This design comes from an exercise in tuning for small area, a short achievable clock period and few clock cycles per item on the open sky130 flow, not from production work. Where RTL was checked, it was by simulation tests only, not by an equivalence proof against the original. Power figures rest on the tool's default switching activity, not on a simulated workload.

Design icmp4_to_icmp6_header_translate, start of the top module:
module icmp4_to_icmp6_header_translate
#(
  parameter int PLATEAU_SLOTS = i46_pkg::PLATEAU_SLOTS_DEF
) (
  input  logic                  clk_i,
  input  logic                  rst_ni,
  input  logic                  cfg_we_i,
  input  logic [i46_pkg::CFG_IDX_W-1:0]  cfg_idx_i,
  input  logic [i46_pkg::CFG_DATA_W-1:0] cfg_data_i,
  input  logic                  in_valid_i,
  output logic                  in_ready_o,
  input  logic [7:0]            in_icmp4_type_i,
  input  logic [7:0]            in_icmp4_code_i,
  input  logic [31:0]           in_icmp4_rest_i,
  input  logic [15:0]           in_echo_identifier_i,
  input  logic [15:0]           in_inner_total_length_i,
  input  logic [15:0]           in_out_link_mtu_i,
  input  logic [15:0]           in_in_link_mtu_i,
  output logic                  out_valid_o,
  input  logic                  out_ready_i,
  output logic                  out_verdict_o,
  output logic                  out_is_error_message_o,
  output logic [7:0]            out_msg6_type_o,
  output logic [7:0]            out_msg6_code_o,
  output logic [31:0]           out_icmp6_rest_o
);
Size: ~370 flip-flops, about 240 I/O pins, roughly 21000 um2 of cells after synthesis.
Settings: LEC_CHECK=0, CAP_MARGIN=20, CORE_MARGIN=2, CORE_UTILIZATION=40, CTS_BUF_LIST=sky130_fd_sc_hd__clkbuf_8, SETUP_SLACK_MARGIN=2.8, SLEW_MARGIN=20; clock period 5.5 ns.
standard.sh (not shown) runs the stock make flow with config.mk's settings and CLKGATE_MAP_FILE= SYNTH_SCRIPT=/design/flow/synth_recipe.tcl, a recipe that flattens the netlist after the stock synthesis.
==> flow/flow/run.sh <==
#!/bin/bash
# The standard layout, with plain buffers on the ports instead of the
# delay buffers buffer_ports picks by default, and a clock tree with larger
# sink clusters and no dummy loads.
set -euo pipefail
export BUFFER_PORTS_ARGS="-buffer_cell sky130_fd_sc_hd__buf_1"
export CTS_ARGS="-sink_clustering_enable -repair_clock_nets -dont_use_dummy_load -buf_list sky130_fd_sc_hd__clkbuf_16 -sink_clustering_size 20 -sink_clustering_max_diameter 80"
bash standard.sh > standard.log 2>&1
Change:
--- a/flow/design.v
+++ b/flow/design.v
@@ -292,113 +292,106 @@
   end
   always_ff @(posedge clk_i) begin
     if (in_fire) begin
       k1_q   <= k1_d;
       a1_q   <= a1_d;
       b1_q   <= in_icmp4_rest_i[15:0];
       c1_q   <= in_in_link_mtu_i;
       hit1_q <= hit1_d;
       sel4_q <= sel4_d;
     end
   end
   logic [3:0]        k2_q;
-  logic [15:0]       a2_d, a2_q, b2_d, b2_q, b2_other;
+  logic [15:0]       a2_d, a2_q, b2_d, b2_q;
   logic [16:0]       c2_d, c2_q;
   logic [15:0]       plat, lnk, lnk_m20;
   logic              lnk_low, lnk_ok;
-  logic              frag1, sel_plat;
+  logic              frag1;
   i46_plateau_pick #(
     .PLATEAU_SLOTS (PLATEAU_SLOTS)
   ) u_pick (
     .slots_i   (plateau_q),
     .written_i (written_q),
     .hit_i     (hit1_q),
     .value_o   (plat)
   );
   assign lnk     = sel4_q ? (c1_q + 16'd20) : a1_q;
   assign lnk_m20 = sel4_q ? c1_q : (a1_q - 16'd20);
   assign lnk_low = raise_q && (sel4_q ? (c1_q < 16'd1260) : (a1_q < MIN_MTU6));
   assign lnk_ok  = raise_q || sel4_q || (a1_q >= 16'd20);
   assign frag1   = (k1_q == K_FRAG);
-  always_comb begin
-    case (k1_q)
-      K_ECHO_REQ, K_ECHO_REP: a2_d = b1_q;
-      K_FRAG:                 a2_d = lnk_low ? MIN_MTU6 : lnk;
-      K_PROTO:                a2_d = {8'b0, PTR6_NEXT_HDR};
-      K_PARAM:                a2_d = a1_q;
-      default:                a2_d = '0;
-    endcase
-  end
-  assign sel_plat = frag1 && (b1_q == '0);
-  assign b2_other = frag1 ? b1_q : a1_q;
-  assign b2_d     = sel_plat ? plat : b2_other;
-  assign c2_d     = {frag1 && lnk_ok, lnk_low ? 16'd1260 : lnk_m20};
+  assign a2_d = frag1 ? (lnk_low ? MIN_MTU6 : lnk) : a1_q;
+  assign b2_d = (frag1 && (b1_q == '0)) ? plat : b1_q;
+  assign c2_d = {lnk_ok, lnk_low ? 16'd1260 : lnk_m20};
   always_ff @(posedge clk_i) begin
     if (v1_q && rdy2) begin
       k2_q <= k1_q;
       a2_q <= a2_d;
       b2_q <= b2_d;
       c2_q <= c2_d;
     end
   end
   i46_pkg::i46_s3_t  s3_d, s3_q;
-  logic [SLOT_W-1:0] pkt_fl;
+  logic [SLOT_W-1:0] pkt_fl, mtu;
   logic              use_pkt;
   assign pkt_fl  = (raise_q && (b2_q < 16'd1260)) ? MIN_MTU6 : (b2_q + 16'd20);
   assign use_pkt = c2_q[16] && (b2_q < c2_q[15:0]);
+  assign mtu     = use_pkt ? pkt_fl : a2_q;
   always_comb begin
     s3_d = '0;
-    s3_d.icmp6_rest[15:0] = use_pkt ? pkt_fl : a2_q;
     case (k2_q)
       K_ECHO_REQ: begin
-        s3_d.msg6_type         = ICMP6_ECHO_REQUEST;
-        s3_d.icmp6_rest[31:16] = b2_q;
+        s3_d.msg6_type  = ICMP6_ECHO_REQUEST;
+        s3_d.icmp6_rest = {a2_q, b2_q};
       end
       K_ECHO_REP: begin
-        s3_d.msg6_type         = ICMP6_ECHO_REPLY;
-        s3_d.icmp6_rest[31:16] = b2_q;
+        s3_d.msg6_type  = ICMP6_ECHO_REPLY;
+        s3_d.icmp6_rest = {a2_q, b2_q};
       end
       K_NO_ROUTE: begin
         s3_d.is_error_message = 1'b1;
         s3_d.msg6_type        = ICMP6_DEST_UNREACH;
         s3_d.msg6_code        = DU6_NO_ROUTE;
       end
       K_PROTO: begin
         s3_d.is_error_message = 1'b1;
         s3_d.msg6_type        = ICMP6_PARAM_PROBLEM;
         s3_d.msg6_code        = PP6_NEXT_HDR;
+        s3_d.icmp6_rest       = {24'b0, PTR6_NEXT_HDR};
       end
       K_PORT: begin
         s3_d.is_error_message = 1'b1;
         s3_d.msg6_type        = ICMP6_DEST_UNREACH;
         s3_d.msg6_code        = DU6_PORT;
       end
       K_FRAG: begin
         s3_d.is_error_message = 1'b1;
         s3_d.msg6_type        = ICMP6_PKT_TOO_BIG;
+        s3_d.icmp6_rest       = {16'b0, mtu};
       end
       K_ADMIN: begin
         s3_d.is_error_message = 1'b1;
         s3_d.msg6_type        = ICMP6_DEST_UNREACH;
         s3_d.msg6_code        = DU6_ADMIN_PROHIB;
       end
       K_TIME: begin
         s3_d.is_error_message = 1'b1;
         s3_d.msg6_type        = ICMP6_TIME_EXCEEDED;
-        s3_d.msg6_code        = b2_q[7:0];
+        s3_d.msg6_code        = a2_q[7:0];
       end
       K_PARAM: begin
         s3_d.is_error_message = 1'b1;
         s3_d.msg6_type        = ICMP6_PARAM_PROBLEM;
         s3_d.msg6_code        = PP6_HDR_FIELD;
+        s3_d.icmp6_rest       = {24'b0, a2_q[7:0]};
       end
       default: begin
         s3_d.verdict = 1'b1;
       end
     endcase
   end
   always_ff @(posedge clk_i) begin
     if (v2_q && rdy3) begin
       s3_q <= s3_d;
     end
   end
   assign out_valid_o            = v3_q;
After rerunning: The new run passed the timing, DRC and antenna checks; worst hold slack is better by 0.012 ns; die area drops by 0.66%; power climbs by 3.1%; via count climbs by 1.3%; routed wire length climbs by 3.2%; cell area barely changes; utilization climbs by 0.56 points; synthesized cell count drops by 0.93%; critical path depth is unchanged; non-clock buffer count climbs by 1; setup slack is better by 0.13 ns; area after synthesis drops by 0.67%.
Function was not checked in any run of this note: the RTL went through the layout flow alone.


Setup of the reference run:
Another version of the RTL of icmp4_to_icmp6_header_translate (not shown whole).
Size: ~1700 cells after synthesis, ~370 flip-flops, ~240 I/O pins, about 21000 sq um of cells after synthesis.
==> flow/config.mk <==
export PLATFORM = sky130hd
export DESIGN_NAME = icmp4_to_icmp6_header_translate
export DESIGN_NICKNAME = icmp4_to_icmp6_header_translate
export VERILOG_FILES = /design/flow/design.v
export SDC_FILE = /design/flow/constraint.sdc
export NUM_CORES = 4
export LEC_CHECK = 0
export CAP_MARGIN = 20
export CORE_MARGIN = 2
export CORE_UTILIZATION = 40
export CTS_BUF_LIST = sky130_fd_sc_hd__clkbuf_8
export SETUP_SLACK_MARGIN = 2.8
export SLEW_MARGIN = 20
==> flow/constraint.sdc <==
create_clock -name core_clock -period 5.5 [get_ports {clk_i}]
set_input_delay 1.1000 -clock core_clock [delete_from_list [all_inputs] [get_ports {clk_i}]]
set_output_delay 1.1000 -clock core_clock [all_outputs]
set_load 0.01 [all_outputs]
Scripts as last shown in full above: flow/flow/run.sh
Relative to the reference run, the following input files were edited for the trial run:
--- a/flow/design.v
+++ b/flow/design.v
@@ -76,46 +76,42 @@
   } i46_s3_t;
 endpackage
 `timescale 1ns / 1ps
 import i46_pkg::*;
 module i46_plateau_search
 #(
   parameter int PLATEAU_SLOTS = i46_pkg::PLATEAU_SLOTS_DEF
 ) (
   input  logic [PLATEAU_SLOTS*i46_pkg::SLOT_W-1:0] slots_i,
+  input  logic [(PLATEAU_SLOTS+3)/4-1:0]           written_i,
+  input  logic [i46_pkg::CNT_W-1:0]  count_i,
   input  logic [i46_pkg::SLOT_W-1:0] tot_len_i,
-  output logic [PLATEAU_SLOTS-1:0]   lt_o,
-  output logic                       tnz_o
+  output logic [PLATEAU_SLOTS-1:0]   hit_o
 );
-  assign tnz_o = |tot_len_i;
+  logic tnz;
+  assign tnz = |tot_len_i;
   always_comb begin
     for (int i = 0; i < PLATEAU_SLOTS; i++) begin
-      lt_o[i] = slots_i[SLOT_W*i +: SLOT_W] < tot_len_i;
+      hit_o[i] = (count_i > CNT_W'(i)) &&
+                 (written_i[i/4] ? (slots_i[SLOT_W*i +: SLOT_W] < tot_len_i) : tnz);
     end
   end
 endmodule
 module i46_plateau_pick
 #(
   parameter int PLATEAU_SLOTS = i46_pkg::PLATEAU_SLOTS_DEF
 ) (
   input  logic [PLATEAU_SLOTS*i46_pkg::SLOT_W-1:0] slots_i,
   input  logic [(PLATEAU_SLOTS+3)/4-1:0]           written_i,
-  input  logic [i46_pkg::CNT_W-1:0]  count_i,
-  input  logic [PLATEAU_SLOTS-1:0]   lt_i,
-  input  logic                       tnz_i,
+  input  logic [PLATEAU_SLOTS-1:0]   hit_i,
   output logic [i46_pkg::SLOT_W-1:0] value_o
 );
-  logic [PLATEAU_SLOTS-1:0] hit_i, first;
-  always_comb begin
-    for (int i = 0; i < PLATEAU_SLOTS; i++) begin
-      hit_i[i] = (count_i > CNT_W'(i)) && (written_i[i/4] ? lt_i[i] : tnz_i);
-    end
-  end
+  logic [PLATEAU_SLOTS-1:0] first;
   always_comb begin
     value_o = '0;
     for (int i = 0; i < PLATEAU_SLOTS; i++) begin
       first[i] = hit_i[i];
       for (int j = 0; j < i; j++) begin
         first[i] = first[i] & !hit_i[j];
       end
       if (first[i] && written_i[i/4]) begin
         value_o = value_o | slots_i[SLOT_W*i +: SLOT_W];
@@ -239,31 +235,31 @@
       8'd17: r = 8'd24;
       8'd18: r = 8'd24;
       8'd19: r = 8'd24;
       default: r = PTR_NONE;
     endcase
     ptr_map = r;
   endfunction
   logic [3:0]         k1_d, k1_q;
   logic [15:0]        a1_d, a1_q, b1_q, c1_q;
-  logic [PLATEAU_SLOTS-1:0] lt1_d, lt1_q;
-  logic               tnz1_d, tnz1_q;
+  logic [PLATEAU_SLOTS-1:0] hit1_d, hit1_q;
   logic               sel4_d, sel4_q;
   logic [7:0]         ptr6;
   assign ptr6   = ptr_map(in_icmp4_rest_i[31:24]);
   assign sel4_d = ({1'b0, in_in_link_mtu_i} + IPV4_HDR_LEN) < {1'b0, in_out_link_mtu_i};
   i46_plateau_search #(
     .PLATEAU_SLOTS (PLATEAU_SLOTS)
   ) u_search (
     .slots_i   (plateau_q),
+    .written_i (written_q),
+    .count_i   (count_q),
     .tot_len_i (in_inner_total_length_i),
-    .lt_o      (lt1_d),
-    .tnz_o     (tnz1_d)
+    .hit_o     (hit1_d)
   );
   always_comb begin
     k1_d = K_DROP;
     case (in_icmp4_type_i)
       ICMP4_ECHO_REQUEST:  k1_d = K_ECHO_REQ;
       ICMP4_ECHO_REPLY:    k1_d = K_ECHO_REP;
       ICMP4_DEST_UNREACH: begin
         case (in_icmp4_code_i)
           UNR_NET, UNR_HOST, UNR_SRC_ROUTE, UNR_NET_UNKNOWN, UNR_HOST_UNKNOWN,
@@ -294,37 +290,34 @@
       default:                              a1_d = {8'b0, ptr6};
     endcase
   end
   always_ff @(posedge clk_i) begin
     if (in_fire) begin
       k1_q   <= k1_d;
       a1_q   <= a1_d;
       b1_q   <= in_icmp4_rest_i[15:0];
       c1_q   <= in_in_link_mtu_i;
-      lt1_q  <= lt1_d;
-      tnz1_q <= tnz1_d;
+      hit1_q <= hit1_d;
       sel4_q <= sel4_d;
     end
   end
   logic [3:0]        k2_q;
   logic [15:0]       a2_d, a2_q, b2_d, b2_q;
   logic [16:0]       c2_d, c2_q;
   logic [15:0]       plat, lnk, lnk_m20;
   logic              lnk_low, lnk_ok;
   logic              frag1;
   i46_plateau_pick #(
     .PLATEAU_SLOTS (PLATEAU_SLOTS)
   ) u_pick (
     .slots_i   (plateau_q),
     .written_i (written_q),
-    .count_i   (count_q),
-    .lt_i      (lt1_q),
-    .tnz_i     (tnz1_q),
+    .hit_i     (hit1_q),
     .value_o   (plat)
   );
   assign lnk     = sel4_q ? (c1_q + 16'd20) : a1_q;
   assign lnk_m20 = sel4_q ? c1_q : (a1_q - 16'd20);
   assign lnk_low = raise_q && (sel4_q ? (c1_q < 16'd1260) : (a1_q < MIN_MTU6));
   assign lnk_ok  = raise_q || sel4_q || (a1_q >= 16'd20);
   assign frag1   = (k1_q == K_FRAG);
   assign a2_d = frag1 ? (lnk_low ? MIN_MTU6 : lnk) : a1_q;
   assign b2_d = (frag1 && (b1_q == '0)) ? plat : b1_q;
Findings:
- Status | the reference run and the trial run | clean
- Going from the reference run to the trial run, critical path required time rose by 0.02 ns; setup slack higher; total power level; combinational share of power has decreased; area share of fa/ha/maj cells after synthesis moved up.
- Maximum resistive drop on vdd ended up 8.2% higher on the trial run than on the reference run.
- Max minimum clock period across the reference run and the trial run: the reference run
Testbench counts of the trial run, summed over its fixed seeds: cycles 8,448, items 8,192.
For the reference run, only the layout was checked, not whether the RTL still works.


== run B ==
Another version of the RTL of icmp4_to_icmp6_header_translate (not shown whole).
Size in the first run: ~0.019 mm² of cells after synthesis.
Settings: LEC_CHECK=0, ABC_CLOCK_PERIOD_IN_PS=2500, CAP_MARGIN=20, CORE_MARGIN=2, CORE_UTILIZATION=40, CTS_BUF_LIST=sky130_fd_sc_hd__clkbuf_8, SETUP_SLACK_MARGIN=2.5, SLEW_MARGIN=20; clock period 5.5 ns.
==> flow/flow/run.sh <==
#!/bin/bash
# The standard layout, with plain buffers on the ports instead of the
# delay buffers buffer_ports picks by default.
set -euo pipefail
export BUFFER_PORTS_ARGS="-buffer_cell sky130_fd_sc_hd__buf_1"
bash standard.sh > standard.log 2>&1
Run B finished every stage and its layout cleared the timing, DRC and antenna checks.
diff inputs: run B => run A
--- a/flow/design.v
+++ b/flow/design.v
@@ -78,30 +78,42 @@
 `timescale 1ns / 1ps
 import i46_pkg::*;
 module i46_plateau_search
 #(
   parameter int PLATEAU_SLOTS = i46_pkg::PLATEAU_SLOTS_DEF
 ) (
   input  logic [PLATEAU_SLOTS*i46_pkg::SLOT_W-1:0] slots_i,
   input  logic [(PLATEAU_SLOTS+3)/4-1:0]           written_i,
   input  logic [i46_pkg::CNT_W-1:0]  count_i,
   input  logic [i46_pkg::SLOT_W-1:0] tot_len_i,
   output logic [PLATEAU_SLOTS-1:0]   hit_o
 );
+  function automatic logic lt16(input logic [15:0] a, input logic [15:0] b);
+    logic [15:0] l, g;
+    l = ~a & b;
+    g = a & ~b;
+    for (int w = 1; w < 16; w = w * 2) begin
+      for (int k = 0; k < 16; k = k + 2 * w) begin
+        l[k] = l[k + w] | (!g[k + w] & l[k]);
+        g[k] = g[k + w] | (!l[k + w] & g[k]);
+      end
+    end
+    lt16 = l[0];
+  endfunction
   logic tnz;
   assign tnz = |tot_len_i;
   always_comb begin
     for (int i = 0; i < PLATEAU_SLOTS; i++) begin
       hit_o[i] = (count_i > CNT_W'(i)) &&
-                 (written_i[i/4] ? (slots_i[SLOT_W*i +: SLOT_W] < tot_len_i) : tnz);
+                 (written_i[i/4] ? lt16(slots_i[SLOT_W*i +: SLOT_W], tot_len_i) : tnz);
     end
   end
 endmodule
 `timescale 1ns / 1ps
 import i46_pkg::*;
 module icmp4_to_icmp6_header_translate
 #(
   parameter int PLATEAU_SLOTS = i46_pkg::PLATEAU_SLOTS_DEF
 ) (
   input  logic                  clk_i,
   input  logic                  rst_ni,
   input  logic                  cfg_we_i,
@@ -271,57 +283,63 @@
   end
   always_ff @(posedge clk_i) begin
     if (in_fire) begin
       k1_q   <= k1_d;
       a1_q   <= a1_d;
       b1_q   <= in_icmp4_rest_i[15:0];
       hit1_q <= hit1_d;
       sel4_q <= sel4_d;
     end
   end
   logic [3:0]        k2_q;
   logic [15:0]       a2_d, a2_q, b2_d, b2_q;
-  logic [15:0]       plat, lnk, lnk_fl;
+  logic [16:0]       c2_d, c2_q;
+  logic [15:0]       plat, lnk, lnk_m20;
+  logic              lnk_low, lnk_ok;
   logic [PLATEAU_SLOTS-1:0] first;
   logic              frag1;
   always_comb begin
     plat = '0;
     for (int i = 0; i < PLATEAU_SLOTS; i++) begin
       first[i] = hit1_q[i];
       for (int j = 0; j < i; j++) begin
         first[i] = first[i] & !hit1_q[j];
       end
       if (first[i] && written_q[i/4]) begin
         plat = plat | plateau_q[SLOT_W*i +: SLOT_W];
       end
     end
   end
-  assign lnk    = sel4_q ? (a1_q + 16'd20) : a1_q;
-  assign lnk_fl = (raise_q && (lnk < MIN_MTU6)) ? MIN_MTU6 : lnk;
-  assign frag1  = (k1_q == K_FRAG);
-  assign a2_d = frag1 ? lnk_fl : a1_q;
+  assign lnk     = sel4_q ? (a1_q + 16'd20) : a1_q;
+  assign lnk_m20 = sel4_q ? a1_q : (a1_q - 16'd20);
+  assign lnk_low = raise_q && (sel4_q ? (a1_q < 16'd1260) : (a1_q < MIN_MTU6));
+  assign lnk_ok  = raise_q || sel4_q || (a1_q >= 16'd20);
+  assign frag1   = (k1_q == K_FRAG);
+  assign a2_d = frag1 ? (lnk_low ? MIN_MTU6 : lnk) : a1_q;
   assign b2_d = (frag1 && (b1_q == '0)) ? plat : b1_q;
+  assign c2_d = {lnk_ok, lnk_low ? 16'd1260 : lnk_m20};
   always_ff @(posedge clk_i) begin
     if (v1_q && rdy2) begin
       k2_q <= k1_q;
       a2_q <= a2_d;
       b2_q <= b2_d;
+      c2_q <= c2_d;
     end
   end
   i46_pkg::i46_s3_t  s3_d, s3_q;
-  logic [SLOT_W:0]   pkt_sum;
   logic [SLOT_W-1:0] pkt_fl, mtu;
-  assign pkt_sum = {1'b0, b2_q} + IPV4_HDR_LEN;
-  assign pkt_fl  = (raise_q && (pkt_sum < {1'b0, MIN_MTU6})) ? MIN_MTU6 : pkt_sum[SLOT_W-1:0];
-  assign mtu     = (pkt_sum < {1'b0, a2_q}) ? pkt_fl : a2_q;
+  logic              use_pkt;
+  assign pkt_fl  = (raise_q && (b2_q < 16'd1260)) ? MIN_MTU6 : (b2_q + 16'd20);
+  assign use_pkt = c2_q[16] && (b2_q < c2_q[15:0]);
+  assign mtu     = use_pkt ? pkt_fl : a2_q;
   always_comb begin
     s3_d = '0;
     case (k2_q)
       K_ECHO_REQ: begin
         s3_d.msg6_type  = ICMP6_ECHO_REQUEST;
         s3_d.icmp6_rest = {a2_q, b2_q};
       end
       K_ECHO_REP: begin
         s3_d.msg6_type  = ICMP6_ECHO_REPLY;
         s3_d.icmp6_rest = {a2_q, b2_q};
       end
       K_NO_ROUTE: begin
--- outcome ---
The fraction of cell area in non-clock buffers number comes out higher for run B vs run A. Cmp run A vs run B: area after synthesis lower in run A. | proportion of register bits with asynchronous set or reset after synthesis | lower: run A |. The share of the cycle needed by the critical path after routing number comes out lower for run B vs run A. Taking run B as the reference, in run A number of signal-net inverters in the final layout has increased, layout overhead on the synthesized area dropped 0.93 points. Per the comparison of run A with run B, fmax decreased by about 6% relative to the old numbers; final net count decreased by about 7% relative to the old numbers; number of max-cap violations closely matched the old numbers; final area decreased by 3.6% relative to the old numbers; fraction of standard cell area that is sequential increased by 4.0 points relative to the old numbers. In terms of global-route wire length before repair, run B and run A differ only marginally. Of run B and run A, the run reporting the higher worst setup slack after layout was run B.
No run of this note included a check of the RTL's function; only the layout flow was run.

## separate check: timing with driven ports
The results above use ideal ports. As a check the final layouts listed here were re-extracted and re-timed, cells and wires unchanged. Step 1: set_driving_cell puts a clkbuf_16 on clk_i and a buf_2 on each other input, an assumption about the parent block. Step 2 adds t to the input delays and takes it off the output delays; t is the mean of the earliest and latest rising clock arrival at the registers after step 1. Input paths then give back, and output paths get back, about the clock's delay inside the block. Slacks: ideal / step 1 / step 2; pairs: ideal / step 1.
| run | t (ns) | setup WS [ns] | worst setup path after step 2 |
|---|---|---|---|
| the first run of note 1 | 0.598 | 2.673 / 2.701 / 2.103 | input to register |
| the second run of note 1 | 0.613 | 2.807 / 2.837 / 2.223 | input to register |
| the reference run | 0.606 | 2.773 / 2.773 / 2.242 | input to register |
| the trial run | 0.599 | 2.802 / 2.792 / 2.253 | input to register |
| run B | 0.681 | 2.272 / 2.272 / 1.695 | input to register |
| run A | 0.701 | 2.073 / 2.077 / 1.376 | input to register |
After both steps setup and hold are still met in every run listed. The setup slack of run A, which loses most, moves by +0.004 ns with the drivers and by -0.697 ns with both steps.
